Background: an optimization exercise with open tools, aiming at small area. Do not read the settings as production practice. Only simulation tests tie the RTL to the original design; equivalence was not proved. Power and IR drop assume default switching activity.

File: design.v
package rcrc_pkg;
    localparam logic [31:0] RESET_RTT     = 32'd100000;
    localparam logic [16:0] RESET_NOMINAL = 17'd10000;
    localparam logic [31:0] RESET_SCALE   = 32'd20752;
    localparam logic [33:0] RESET_RATE    = 34'(RESET_NOMINAL) << 16;
    localparam logic [31:0] RESET_IVL     = 32'd4;
    localparam logic [15:0] LOSS_LIMIT    = 16'd6553;
endpackage
import rcrc_pkg::*;
module receiver_credit_rate_controller
(
    input  logic        aclk,
    input  logic        aresetn,
    input  logic        s_valid,
    output logic        s_ready,
    input  logic [81:0] s_data,
    output logic        m_valid,
    input  logic        m_ready,
    output logic [84:0] m_data,
    input  logic        cfg_valid,
    output logic        cfg_ready,
    input  logic [1:0]  cfg_index,
    input  logic [31:0] cfg_data
);
    localparam logic [4:0] S_INIT  = 5'd0,
                           S_IDLE  = 5'd1,
                           S_CFG   = 5'd2,
                           S_P1    = 5'd3,
                           S_P2    = 5'd4,
                           S_LOSS0 = 5'd5,
                           S_LDIV  = 5'd6,
                           S_BR    = 5'd7,
                           S_MUL   = 5'd8,
                           S_MOD5  = 5'd9,
                           S_D10   = 5'd10,
                           S_SUM   = 5'd11,
                           S_CLAMP = 5'd12,
                           S_RES   = 5'd13,
                           S_OUT   = 5'd14,
                           S_WDIV  = 5'd15,
                           S_IDIV  = 5'd16;
    function automatic logic [1:0] fadd(input logic a, input logic b, input logic c);
        fadd = {(a & b) | (c & (a ^ b)), a ^ b ^ c};
    endfunction
    function automatic logic [1:0] fsub(input logic a, input logic b, input logic c);
        fsub = {(~a & b) | (~(a ^ b) & c), a ^ b ^ c};
    endfunction
    logic [4:0] state, n_state;
    logic       half;
    logic [5:0] k;
    logic [5:0] it, n_it;
    wire        fe  = (k == 6'd47);
    wire [4:0]  g32 = k[4:0] ^ {half, 4'b0000};
    wire        w32 = half ? (k[5] | k[4]) : ~k[5];
    logic [47:0] lc, lf;                   
    logic [31:0] rtt, cnum, lost, sent;    
    logic [31:0] expr;                     
    logic [33:0] rate;                     
    logic [16:0] nom;                      
    logic [34:0] acc;                      
    logic [31:0] ivl, scale;               
    logic        sending;
    logic cv, fbd, late, gapc, q0, dec, sgf, dly;
    logic t1, t2, t3, t4, t5, t6, t7, t8, t9;
    logic [2:0] r5;
    logic n_cv, n_fbd, n_late, n_gapc, n_q0, n_dec, n_sending;
    logic n_t1, n_t2, n_t3, n_t4, n_t5, n_t6, n_t7, n_t8, n_t9;
    logic [2:0] n_r5;
    logic in_lc, in_lf, in_rtt, in_cnum, in_lost, in_sent;
    logic sh_exp, in_exp, sh_rate, in_rate, sh_nom, in_nom, sh_acc, in_acc;
    logic sh_ivl, in_ivl, sh_scale, in_scale;
    logic dsrc;
    wire [31:0] c_rtt   = RESET_RTT;
    wire [31:0] c_scale = RESET_SCALE;
    wire [31:0] c_ivl   = RESET_IVL;
    wire [33:0] c_rate  = RESET_RATE;
    wire [16:0] c_nom   = RESET_NOMINAL;
    wire [47:0] tick  = s_data[81:34];
    wire [31:0] seqv  = s_data[32:1];
    wire        pv    = s_data[33];
    wire        pe    = s_data[0];
    wire        tick_b = tick[k];
    wire        seq_b  = seqv[g32];
    wire [4:0]  isel   = (state == S_P1) ? k[4:0] : {1'b0, it[3:0]};
    wire        iv_b   = ivl[isel];
    wire [4:0]  csel   = g32 ^ {5{cfg_index == 2'd2}};
    wire        cfg_b  = cfg_data[csel];
    logic       d, dd, ss, b_in, c_in, x, db, src, m, a, f, s, u, rb, y, v_lt;
    logic [1:0] r2;
    logic [2:0] p5;
    logic [3:0] sum5;
    logic [3:0] tt;
    always_comb begin
        n_state = state;
        n_it = it;
        n_cv = cv; n_fbd = fbd; n_late = late; n_gapc = gapc;
        n_q0 = q0; n_dec = dec; n_sending = sending;
        n_t1 = t1; n_t2 = t2; n_t3 = t3; n_t4 = t4; n_t5 = t5;
        n_t6 = t6; n_t7 = t7; n_t8 = t8; n_t9 = t9;
        n_r5 = r5;
        in_lc = lc[0]; in_lf = lf[0];
        in_rtt = rtt[0]; in_cnum = cnum[0]; in_lost = lost[0]; in_sent = sent[0];
        sh_exp = 1'b0; in_exp = expr[0];
        sh_rate = 1'b0; in_rate = rate[0];
        sh_nom = 1'b0; in_nom = nom[0];
        sh_acc = 1'b0; in_acc = acc[0];
        sh_ivl = 1'b0; in_ivl = 1'b0;
        sh_scale = 1'b0; in_scale = scale[31];
        dsrc = acc[0];
        d = 1'b0; dd = 1'b0; ss = 1'b0; b_in = 1'b0; c_in = 1'b0; x = 1'b0; db = 1'b0;
        src = 1'b0; m = 1'b0; a = 1'b0; f = 1'b0; s = 1'b0; u = 1'b0; rb = 1'b0; y = 1'b0;
        v_lt = 1'b0; r2 = 2'b00; p5 = 3'd0; sum5 = 4'd0; tt = 4'd0;
        s_ready = 1'b0;
        cfg_ready = 1'b0;
        case (state)
            S_INIT: begin
                in_lc = 1'b0;
                in_lf = 1'b0;
                if (w32) begin
                    in_rtt = c_rtt[g32];
                    in_cnum = 1'b0;
                    in_lost = 1'b0;
                    in_sent = 1'b0;
                end
                if (k < 6'd32) begin
                    sh_exp = 1'b1; in_exp = 1'b0;
                    sh_scale = 1'b1; in_scale = c_scale[~k[4:0]];
                    sh_ivl = 1'b1; in_ivl = c_ivl[~k[4:0]];
                end
                if (k < 6'd34) begin
                    sh_rate = 1'b1; in_rate = c_rate[k];
                end
                if (k < 6'd17) begin
                    sh_nom = 1'b1; in_nom = c_nom[k];
                end
                if (fe) n_state = S_IDLE;
            end
            S_IDLE: begin
                s_ready = ~s_valid;
                if (fe) begin
                    if (cfg_valid) n_state = S_CFG;
                    else if (s_valid) n_state = S_P1;
                end
            end
            S_CFG: begin
                if (w32) begin
                    case (cfg_index)
                        2'd0: in_rtt = cfg_b;
                        2'd1: if (g32 < 5'd17) begin sh_nom = 1'b1; in_nom = cfg_b; end
                        2'd2: begin sh_scale = 1'b1; in_scale = cfg_b; end
                        default: ;
                    endcase
                end
                if (fe) begin
                    cfg_ready = 1'b1;
                    n_state = S_IDLE;
                end
            end
            S_P1: if (!half) begin
                {n_t1, d} = fsub(tick_b, lc[0], (k == 6'd0) ? 1'b0 : t1);
                {n_t2, s} = fsub(d, k[5] ? 1'b0 : iv_b, (k == 6'd0) ? 1'b1 : t2);
                {n_t3, d} = fsub(tick_b, lf[0], (k == 6'd0) ? 1'b0 : t3);
                {n_t4, s} = fsub(d, k[5] ? 1'b0 : rtt[0], (k == 6'd0) ? 1'b1 : t4);
                if (!k[5]) begin
                    sh_exp = 1'b1;
                    {n_t5, dd} = fsub(seq_b, expr[0], (k == 6'd0) ? 1'b0 : t5);
                    {n_t6, ss} = fadd(lost[0], dd, (k == 6'd0) ? 1'b0 : t6);
                    n_t7 = ((k == 6'd0) ? 1'b1 : t7) & ~(seq_b ^ expr[0]);
                    n_t8 = (seq_b & ~expr[0]) | (~(seq_b ^ expr[0]) & ((k == 6'd0) ? 1'b0 : t8));
                    n_t9 = ((k == 6'd0) ? 1'b1 : t9) & sent[0];
                end
                if (fe) begin
                    n_cv = sending & ~n_t2;
                    n_fbd = ~n_t4;
                    n_state = S_P2;
                end
            end
            S_P2: begin
                if (cv) in_lc = tick_b;
                if (fbd) in_lf = tick_b;
                if (w32) begin
                    sh_exp = 1'b1;
                    c_in = (g32 == 5'd0) ? ~t9 : t1;
                    if (cv) begin
                        in_sent = sent[0] ^ c_in;
                        n_t1 = sent[0] & c_in;
                    end
                    c_in = (g32 == 5'd0) ? 1'b1 : t2;
                    if (cv) begin
                        in_cnum = cnum[0] ^ c_in;
                        n_t2 = cnum[0] & c_in;
                    end
                    c_in = (g32 == 5'd0) ? 1'b1 : t3;
                    if (pv & t7) begin
                        in_exp = expr[0] ^ c_in;
                        n_t3 = expr[0] & c_in;
                    end
                    {n_t4, dd} = fsub(seq_b, expr[0], (g32 == 5'd0) ? 1'b0 : t4);
                    {n_t5, ss} = fadd(lost[0], dd, (g32 == 5'd0) ? 1'b0 : t5);
                    if (pv & t8) in_lost = t6 | ss;
                end
                if (fe) begin
                    s_ready = 1'b1;
                    if (pv & pe) n_sending = 1'b0;
                    n_late = pv & ~t7 & ~t8;
                    n_gapc = pv & t8;
                    n_state = fbd ? S_LOSS0 : S_RES;
                end
            end
            S_LOSS0: if (!half) begin
                if (k < 6'd35) begin
                    sh_acc = 1'b1;
                    {n_t1, in_acc} = fsub(k[5] ? 1'b0 : lost[0], k[5] ? 1'b0 : sent[0],
                                          (k == 6'd0) ? 1'b0 : t1);
                end
                if (!k[5]) begin
                    in_lost = 1'b0;
                    n_t2 = ((k == 6'd0) ? 1'b0 : t2) | sent[0];
                end
                if (fe) begin
                    n_q0 = ~acc[34];
                    n_it = 6'd0;
                    n_state = (t2 & acc[34]) ? S_LDIV : S_BR;
                end
            end
            S_LDIV: if (!half) begin
                if (k < 6'd35) begin
                    sh_acc = 1'b1;
                    x = (k == 6'd0) ? 1'b0 : dly;
                    db = k[5] ? 1'b0 : sent[0];
                    {n_t1, in_acc} = fadd(x, db ^ ~sgf, (k == 6'd0) ? ~sgf : t1);
                end
                if (fe) begin
                    sh_ivl = 1'b1;
                    in_ivl = ~acc[34];
                    n_it = it + 6'd1;
                    if (it == 6'd15) n_state = S_BR;
                end
            end
            S_BR: begin
                if (fe) begin
                    n_dec = t2 & (q0 | (ivl[15:0] > LOSS_LIMIT));
                    n_it = 6'd0;
                    n_t2 = 1'b0;
                    n_state = (t2 & (q0 | (ivl[15:0] > LOSS_LIMIT))) ? S_MUL : S_MOD5;
                end
            end
            S_MUL: begin
                src = q0 ? 1'b0 : iv_b;
                m = src ^ t2;
                if (k < 6'd36) begin
                    sh_acc = 1'b1;
                    a = (it == 6'd0 || k == 6'd35) ? 1'b0 : acc[0];
                    if (k < 6'd34) sh_rate = 1'b1;
                    db = (k < 6'd34) ? rate[0] : 1'b0;
                    {n_t1, in_acc} = fadd(a, m & db, (k == 6'd0) ? 1'b0 : t1);
                end
                if (fe) begin
                    n_t2 = t2 | src;
                    n_it = it + 6'd1;
                    if (it == 6'd15) n_state = S_MOD5;
                end
            end
            S_MOD5: begin
                if (dec) begin
                    u = (k < 6'd35) ? acc[0] : 1'b0;
                    if (k < 6'd35) sh_acc = 1'b1;
                end else begin
                    u = (k < 6'd17) ? nom[0] : 1'b0;
                    if (k < 6'd17) sh_nom = 1'b1;
                end
                case (k[1:0])
                    2'd0: p5 = 3'd1;
                    2'd1: p5 = 3'd2;
                    2'd2: p5 = 3'd4;
                    default: p5 = 3'd3;
                endcase
                sum5 = {1'b0, (k == 6'd0) ? 3'd0 : r5} + (u ? {1'b0, p5} : 4'd0);
                n_r5 = (sum5 >= 4'd5) ? 3'(sum5 - 4'd5) : sum5[2:0];
                if (fe) n_state = S_D10;
            end
            S_D10: begin
                if (dec) begin
                    u = (k < 6'd35) ? acc[0] : 1'b0;
                end else begin
                    u = (k >= 6'd16 && k < 6'd33) ? nom[0] : 1'b0;
                    if (k >= 6'd16 && k < 6'd33) sh_nom = 1'b1;
                end
                rb = (k < 6'd3) ? r5[k[1:0]] : 1'b0;
                r2 = (k == 6'd0) ? 2'd1 : {t6, t5};
                tt = {3'b000, u} + {3'b000, (k == 6'd0) ? 1'b0 : t2}
                   + {3'b000, (k == 6'd0) ? 1'b0 : t4} + {2'b00, r2}
                   + 4'd1 - {3'b000, rb};
                n_t2 = u;
                n_t3 = (k == 6'd0) ? 1'b0 : t2;
                n_t4 = (k == 6'd0) ? 1'b0 : t3;
                {n_t6, n_t5} = tt[2:1];
                {n_t9, y} = fsub(tt[0], (k == 6'd0) ? 1'b0 : t8, (k == 6'd0) ? 1'b0 : t9);
                n_t7 = y;
                n_t8 = (k == 6'd0) ? 1'b0 : t7;
                if (dec) begin
                    if (k < 6'd36) begin
                        sh_acc = 1'b1;
                        in_acc = y;
                    end
                end else begin
                    dsrc = rate[0];
                    if (k < 6'd34) sh_rate = 1'b1;
                    if (k < 6'd37) begin
                        sh_acc = 1'b1;
                        {n_t1, in_acc} = fadd((k >= 6'd1 && k <= 6'd34) ? dly : 1'b0, y,
                                              (k <= 6'd2) ? 1'b0 : t1);
                    end
                end
                if (fe) n_state = S_SUM;
            end
            S_SUM: begin
                if (k >= 6'd15 && k < 6'd32) sh_nom = 1'b1;
                f = (k >= 6'd15 && k < 6'd32) ? nom[0] : 1'b0;
                if (k < 6'd35) begin
                    sh_acc = 1'b1;
                    s = acc[0];
                    n_t2 = ((k == 6'd0) ? 1'b0 : t2) | ((k == 6'd34) & s);
                    n_t3 = (f & ~s) | (~(f ^ s) & ((k == 6'd0) ? 1'b0 : t3));
                end
                if (fe) n_state = S_CLAMP;
            end
            S_CLAMP: begin
                if (k >= 6'd15 && k < 6'd32) sh_nom = 1'b1;
                f = (k >= 6'd15 && k < 6'd32) ? nom[0] : 1'b0;
                if (k < 6'd35) sh_acc = 1'b1;
                if (k < 6'd34) begin
                    sh_rate = 1'b1;
                    in_rate = t2 | (t3 ? f : acc[0]);
                end
                if (w32) in_sent = 1'b0;
                if (fe) n_state = S_RES;
            end
            S_RES: if (!half) begin
                if (k < 6'd35) begin
                    sh_acc = 1'b1;
                    in_acc = ~k[5] & cv & cnum[0];
                end
                if (!k[5]) begin
                    sh_exp = 1'b1;
                    if (gapc) in_cnum = expr[0];
                end
                if (fe) n_state = S_OUT;
            end
            S_OUT: begin
                if (m_ready) n_state = fbd ? S_WDIV : S_IDLE;
            end
            S_WDIV: begin
                if (fe) begin
                    n_it = 6'd0;
                    n_t2 = 1'b0;
                    n_state = S_IDIV;
                end
            end
            S_IDIV: begin
                if (k < 6'd35) begin
                    sh_acc = 1'b1;
                    x = (k == 6'd0) ? (~it[5] & scale[31]) : ((it == 6'd0) ? 1'b0 : dly);
                    if (k < 6'd34) sh_rate = 1'b1;
                    db = (k < 6'd34) ? rate[0] : 1'b0;
                    {n_t1, in_acc} = fadd(x, db ^ ~sgf, (k == 6'd0) ? ~sgf : t1);
                end
                if (fe) begin
                    if (it < 6'd16) n_t2 = t2 | ~acc[34];
                    else begin
                        sh_ivl = 1'b1;
                        in_ivl = t2 | ~acc[34];
                    end
                    if (!it[5]) sh_scale = 1'b1;
                    n_it = it + 6'd1;
                    if (it == 6'd47) n_state = S_IDLE;
                end
            end
            default: n_state = S_IDLE;
        endcase
    end
    always_ff @(posedge aclk) begin
        lc <= {in_lc, lc[47:1]};
        lf <= {in_lf, lf[47:1]};
        rtt <= {in_rtt, rtt[31:1]};
        cnum <= {in_cnum, cnum[31:1]};
        lost <= {in_lost, lost[31:1]};
        sent <= {in_sent, sent[31:1]};
        if (sh_exp) expr <= {in_exp, expr[31:1]};
        if (sh_rate) rate <= {in_rate, rate[33:1]};
        if (sh_nom) nom <= {in_nom, nom[16:1]};
        if (sh_acc) acc <= {in_acc, acc[34:1]};
        if (sh_ivl) ivl <= {ivl[30:0], in_ivl};
        if (sh_scale) scale <= {scale[30:0], in_scale};
        dly <= dsrc;
        t1 <= n_t1; t2 <= n_t2; t3 <= n_t3; t4 <= n_t4; t5 <= n_t5;
        t6 <= n_t6; t7 <= n_t7; t8 <= n_t8; t9 <= n_t9;
        r5 <= n_r5;
        cv <= n_cv; fbd <= n_fbd; late <= n_late; gapc <= n_gapc;
        q0 <= n_q0; dec <= n_dec;
        if (fe) sgf <= (state == S_WDIV) ? 1'b0 : acc[34];
        it <= n_it;
        if (!aresetn) begin
            state <= S_INIT;
            half <= 1'b0;
            k <= 6'd0;
            sending <= 1'b1;
        end else begin
            state <= n_state;
            k <= fe ? 6'd0 : k + 6'd1;
            if (fe) half <= ~half;
            sending <= n_sending;
        end
    end
    assign m_valid = (state == S_OUT);
    assign m_data = {cv, acc[31:0], expr, rate[33:16], late, fbd};
endmodule
File: run.sh
#!/bin/bash
# synth_recipe.tcl (not shown) runs the flow's synth.tcl, then flattens the netlist and writes it again
# the make line also repeats each setting of config.mk as NAME=value (left out here)
make -C /OpenROAD-flow-scripts/flow DESIGN_CONFIG=/design/flow/config.mk WORK_HOME=/design/flow/orfs CLKGATE_MAP_FILE= SYNTH_SCRIPT=/design/flow/synth_recipe.tcl finish
File: config.mk
export PLATFORM = sky130hd
export DESIGN_NAME = receiver_credit_rate_controller
export DESIGN_NICKNAME = receiver_credit_rate_controller
export VERILOG_FILES = /design/flow/design.v
export SDC_FILE = /design/flow/constraint.sdc
export NUM_CORES = 4
export LEC_CHECK = 0
export CAP_MARGIN = 20
export CORE_MARGIN = 2
export CORE_UTILIZATION = 40
export SLEW_MARGIN = 20
File: constraint.sdc
create_clock -name core_clock -period 10.0 [get_ports {aclk}]
set_input_delay 2.0000 -clock core_clock [delete_from_list [all_inputs] [get_ports {aclk}]]
set_output_delay 2.0000 -clock core_clock [all_outputs]
set_load 0.01 [all_outputs]
==> impl_metrics.tcl <==
set metrics [dict create \
    fillerInstances 3706 \
    p_total_mw 3.84 \
    maxCapViolCount 0 \
    cpMaxStageDelayCell "buf_4" \
    tightest_slew_ps 1050 \
    numCtsBuffers 46 \
    syn_area_per_cell_um2 13.2 \
    power_frac_comb 0.056 \
    synth_mux_area_frac 0.0577 \
    core_mm2 0.0419 \
    dr.max_layer_used "met4" \
    fp.dieW_um 209 \
    wl_per_cell_um 20.1 \
    synthSimpleGateAreaFrac 0.0934 \
    ant_nets 0 \
    p_leak_nw 7.84 \
    cts_tree "built" \
    pre_cts_ws_ps 4610 \
    cp_cell_sequence "buf_4 -> ha_1 -> nand3_1 -> buf_4 -> nor3_1 -> clkdlybuf4s50_1" \
    layout-drive-gt1-share 0.111 \
    drv_slew 0 \
    chipHeight_um 209 \
    grt_pass1_vias 10800 \
    setup_slack_ps 4410 \
    synth-edff-count 207 \
    max-clock-path-buffers 3 \
    cp_slowest_stage_delay_ps 620 \
    dieArea_mm2 0.0439 \
    critPathCaptureType "output pin" \
    viasPerCell 5.40 \
    synth_async_sr_flop_share 0 \
    cp.arrival_ps 3590 \
    status "finished clean" \
    wirelength_mm 40.6 \
    final_core_util 0.494 \
    io_pins 209 \
    dp_hpwl_mm 27.8 \
    pwr-share-clk 0.449 \
    synth_top_family_by_area "compound AO/OA/AOI/OAI gates" \
    pwr-share-seq 0.496 \
    post_cts_buffers 0 \
    yosys_warnings 1 \
    crit_fanout 52 \
    worst_hold_path_type "register to register" \
    p_switching_mw 0.817 \
    first_iter_violations 841 \
    cp_top_family "buffers and inverters" \
    synth_nets 1440 \
    post-route-period-util 0.559 \
    r2r_setup_slack_ps 4690 \
    syn_to_final_growth_pct 22.4 \
    ctsResizeCount 0 \
    synth_cell_types 89 \
    ys_seq_elements 445 \
    period_minus_slack_ps 5590 \
    clock-sinks 445 \
    nNetsFinal 1598 \
    dr_wl_met2_mm 17.8 \
    finalSetupTns_ps 0 \
    initial_core_util 0.403 \
    finClkSkew_ps 18.8 \
    cp.required_ps 8000 \
    grt_pass1_wl_mm 63.1 \
    slew_headroom 0.296 \
    max_freq_mhz 179 \
    internal_power_mw 3.02 \
    clk_pin_slew_ps 60 \
    final_cell_mix "dfxtp_1 (236), clkdlybuf4s50_1 (208), edfxtp_1 (207)" \
    synth_compound_area_frac 0.102 \
    grt_antenna_before_repair 1 \
    clock_latency_ps 580 \
    synthCells 1283 \
    io_buffers 208 \
    synth_fa_ha_area_frac 0.0333 \
    vdd_ir_drop_max_mv 0.126 \
    crit_buf_inv 3 \
    wl_met3_mm 3.12 \
    gp_congestion 0.939 \
    wl_met1_mm 18.6 \
    cts_max_level 2 \
    power_density_mw_per_mm2 186 \
    synth_flop_cell "dfxtp_1" \
    rows 75 \
    vias 10900 \
    setup.worst_path.start_class "register" \
    synthXorXnorAreaFrac 0.00971 \
    overflow 0 \
    rsz0062_at_grt "false" \
    grt_max_degree 53 \
    root_buffer "clkbuf_16" \
    drtPass1Iterations 6 \
    hold_violations 0 \
    cpMostUsedCell "buf_4" \
    cts_hold_buf 0 \
    drc 0 \
    synth_seq_area_share 0.650 \
    final_common_cell "dfxtp_1" \
    track_usage 0.186 \
    switching_share 0.213 \
    setup-violations-final 0 \
    synth_area_mm2 0.0169 \
    criticalPathCategory "register to output pin" \
]
[worst register-to-register path: stages, from the launching register on]
cell and delay, ps:
dfxtp_1 310, buf_4 390, nand4bb_1 510, nor2_2 670
o21ai_0 410, mux2i_1 330, mux2i_1 140, a221oi_2 350
a21o_1 170, ha_1 130, nand3_1 110, fa_1 580
inv_1 60, o211ai_1 220, nand2_1 80, o22ai_1 180
o2111ai_1 160, nor3_1 190, a21oi_1 60
[logic make-up (layout without fill, tap and decap cells)]
group | count (synthesis) | in the layout
flops | 445 | 445
simple gates | 314 | 314
buf+inv | 157 | 353
mux | 60 | 60
other cells | 0 | 1
compound gates | 254 | 254
fa+ha+maj | 36 | 36
xor+xnor | 17 | 17
[final timing paths]
check / startpoint / to / cells after the start
hold / removal: lf[18] / lf[17] / 0
setup / recovery: k[0] / cfg_ready / 6
hold reg to reg: lf[18] / lf[17] / 0
setup reg to reg: state[1] / acc[34] / 18
[state kept, by name, summed over array words and instances, names as in the netlist, 3 cells and up]
name,flops
scale,32
cnum,32
acc,35
rate,34
ivl,32
k,6
state,5
lost,32
nom,17
r5,3
lf,48
expr,32
it,6
sent,32
lc,48
rtt,32
[power by group through the flow]
| stage | Clock, mW | Sequential [mW] | Combinational [mW] |
|---|---|---|---|
| 6_report | 1.72 | 1.90 | 0.214 |
| 5_1_grt | 1.85 | 1.90 | 0.233 |
| 4_1_cts | 1.77 | 1.90 | 0.214 |
| 3_5_place_dp | 0 | 1.94 | 0.213 |
| 3_3_place_gp | 0 | 1.94 | 0.209 |
| 2_1_floorplan | 0 | 1.94 | 0.129 |
[through the flow]
stage / std cells / cell area (um2) / hold WS [ps]
global route: 2018 / 20700 / 323
finish: 2019 / 20700 / 317
CTS: 2018 / 20700 / 316
detailed placement: 1932 / 19100 / 312
floorplan: 1283 / 16900 / 310
global placement: 1932 / 19100 / 313
[per-layer routing]
metal  vias up  track usage
met5         -            0
met4         0       0.0594
met3        80       0.0403
met2       489        0.277
met1      5348        0.271
li1       4978            -
[Yosys cell counts, drive strengths merged, types with 25 or more instances]
cell type / count / area share
a21oi: 54 / 0.016
buf: 94 / 0.039
clkbuf: 25 / 0.0056
dfxtp: 238 / 0.28
edfxtp: 207 / 0.37
inv: 38 / 0.0084
mux2i: 25 / 0.015
mux4: 29 / 0.039
nand2: 91 / 0.021
nand3: 31 / 0.0095
nor2: 72 / 0.016
nor3: 27 / 0.0086
o21ai: 62 / 0.019
[final cells by class]
type,count,area [um2],share of cell area
Timing Repair Buffer,229,2240,0.108
Antenna cell,1,2.50,0.000121
Clock inverter,21,199,0.00963
Sequential cell,445,11000,0.531
Multi-Input combinational cell,681,5040,0.244
Inverter,38,143,0.00690
Tap cell,539,674,0.0326
Clock buffer,65,1390,0.0672

-- re-timing with driven ports --
The flow's constraints put no driver on any port. The routed layout listed below was extracted and timed again, unchanged, in two steps. Step 1 (the two cells are an assumption about what drives the block):
set clk [get_ports {aclk}]
set_driving_cell -lib_cell sky130_fd_sc_hd__clkbuf_16 $clk
set_driving_cell -lib_cell sky130_fd_sc_hd__buf_2 [delete_from_list [all_inputs] $clk]
Step 2, shift: input delay + t, output delay - t, t = (earliest + latest rising clock arrival at the registers) / 2. This alone moves slack from input paths to output paths. a / b / c = ideal / step 1 / step 2; a / b = the first two.
t, ns: 0.620
setup slack, ns: 4.415 / 4.364 / 4.575
worst register clock-pin slew, ns: 0.06 / 0.06
After both steps setup and hold are still met in this run. For this run, drivers alone change the setup slack by -0.051 ns; drivers and shift together by +0.160 ns.
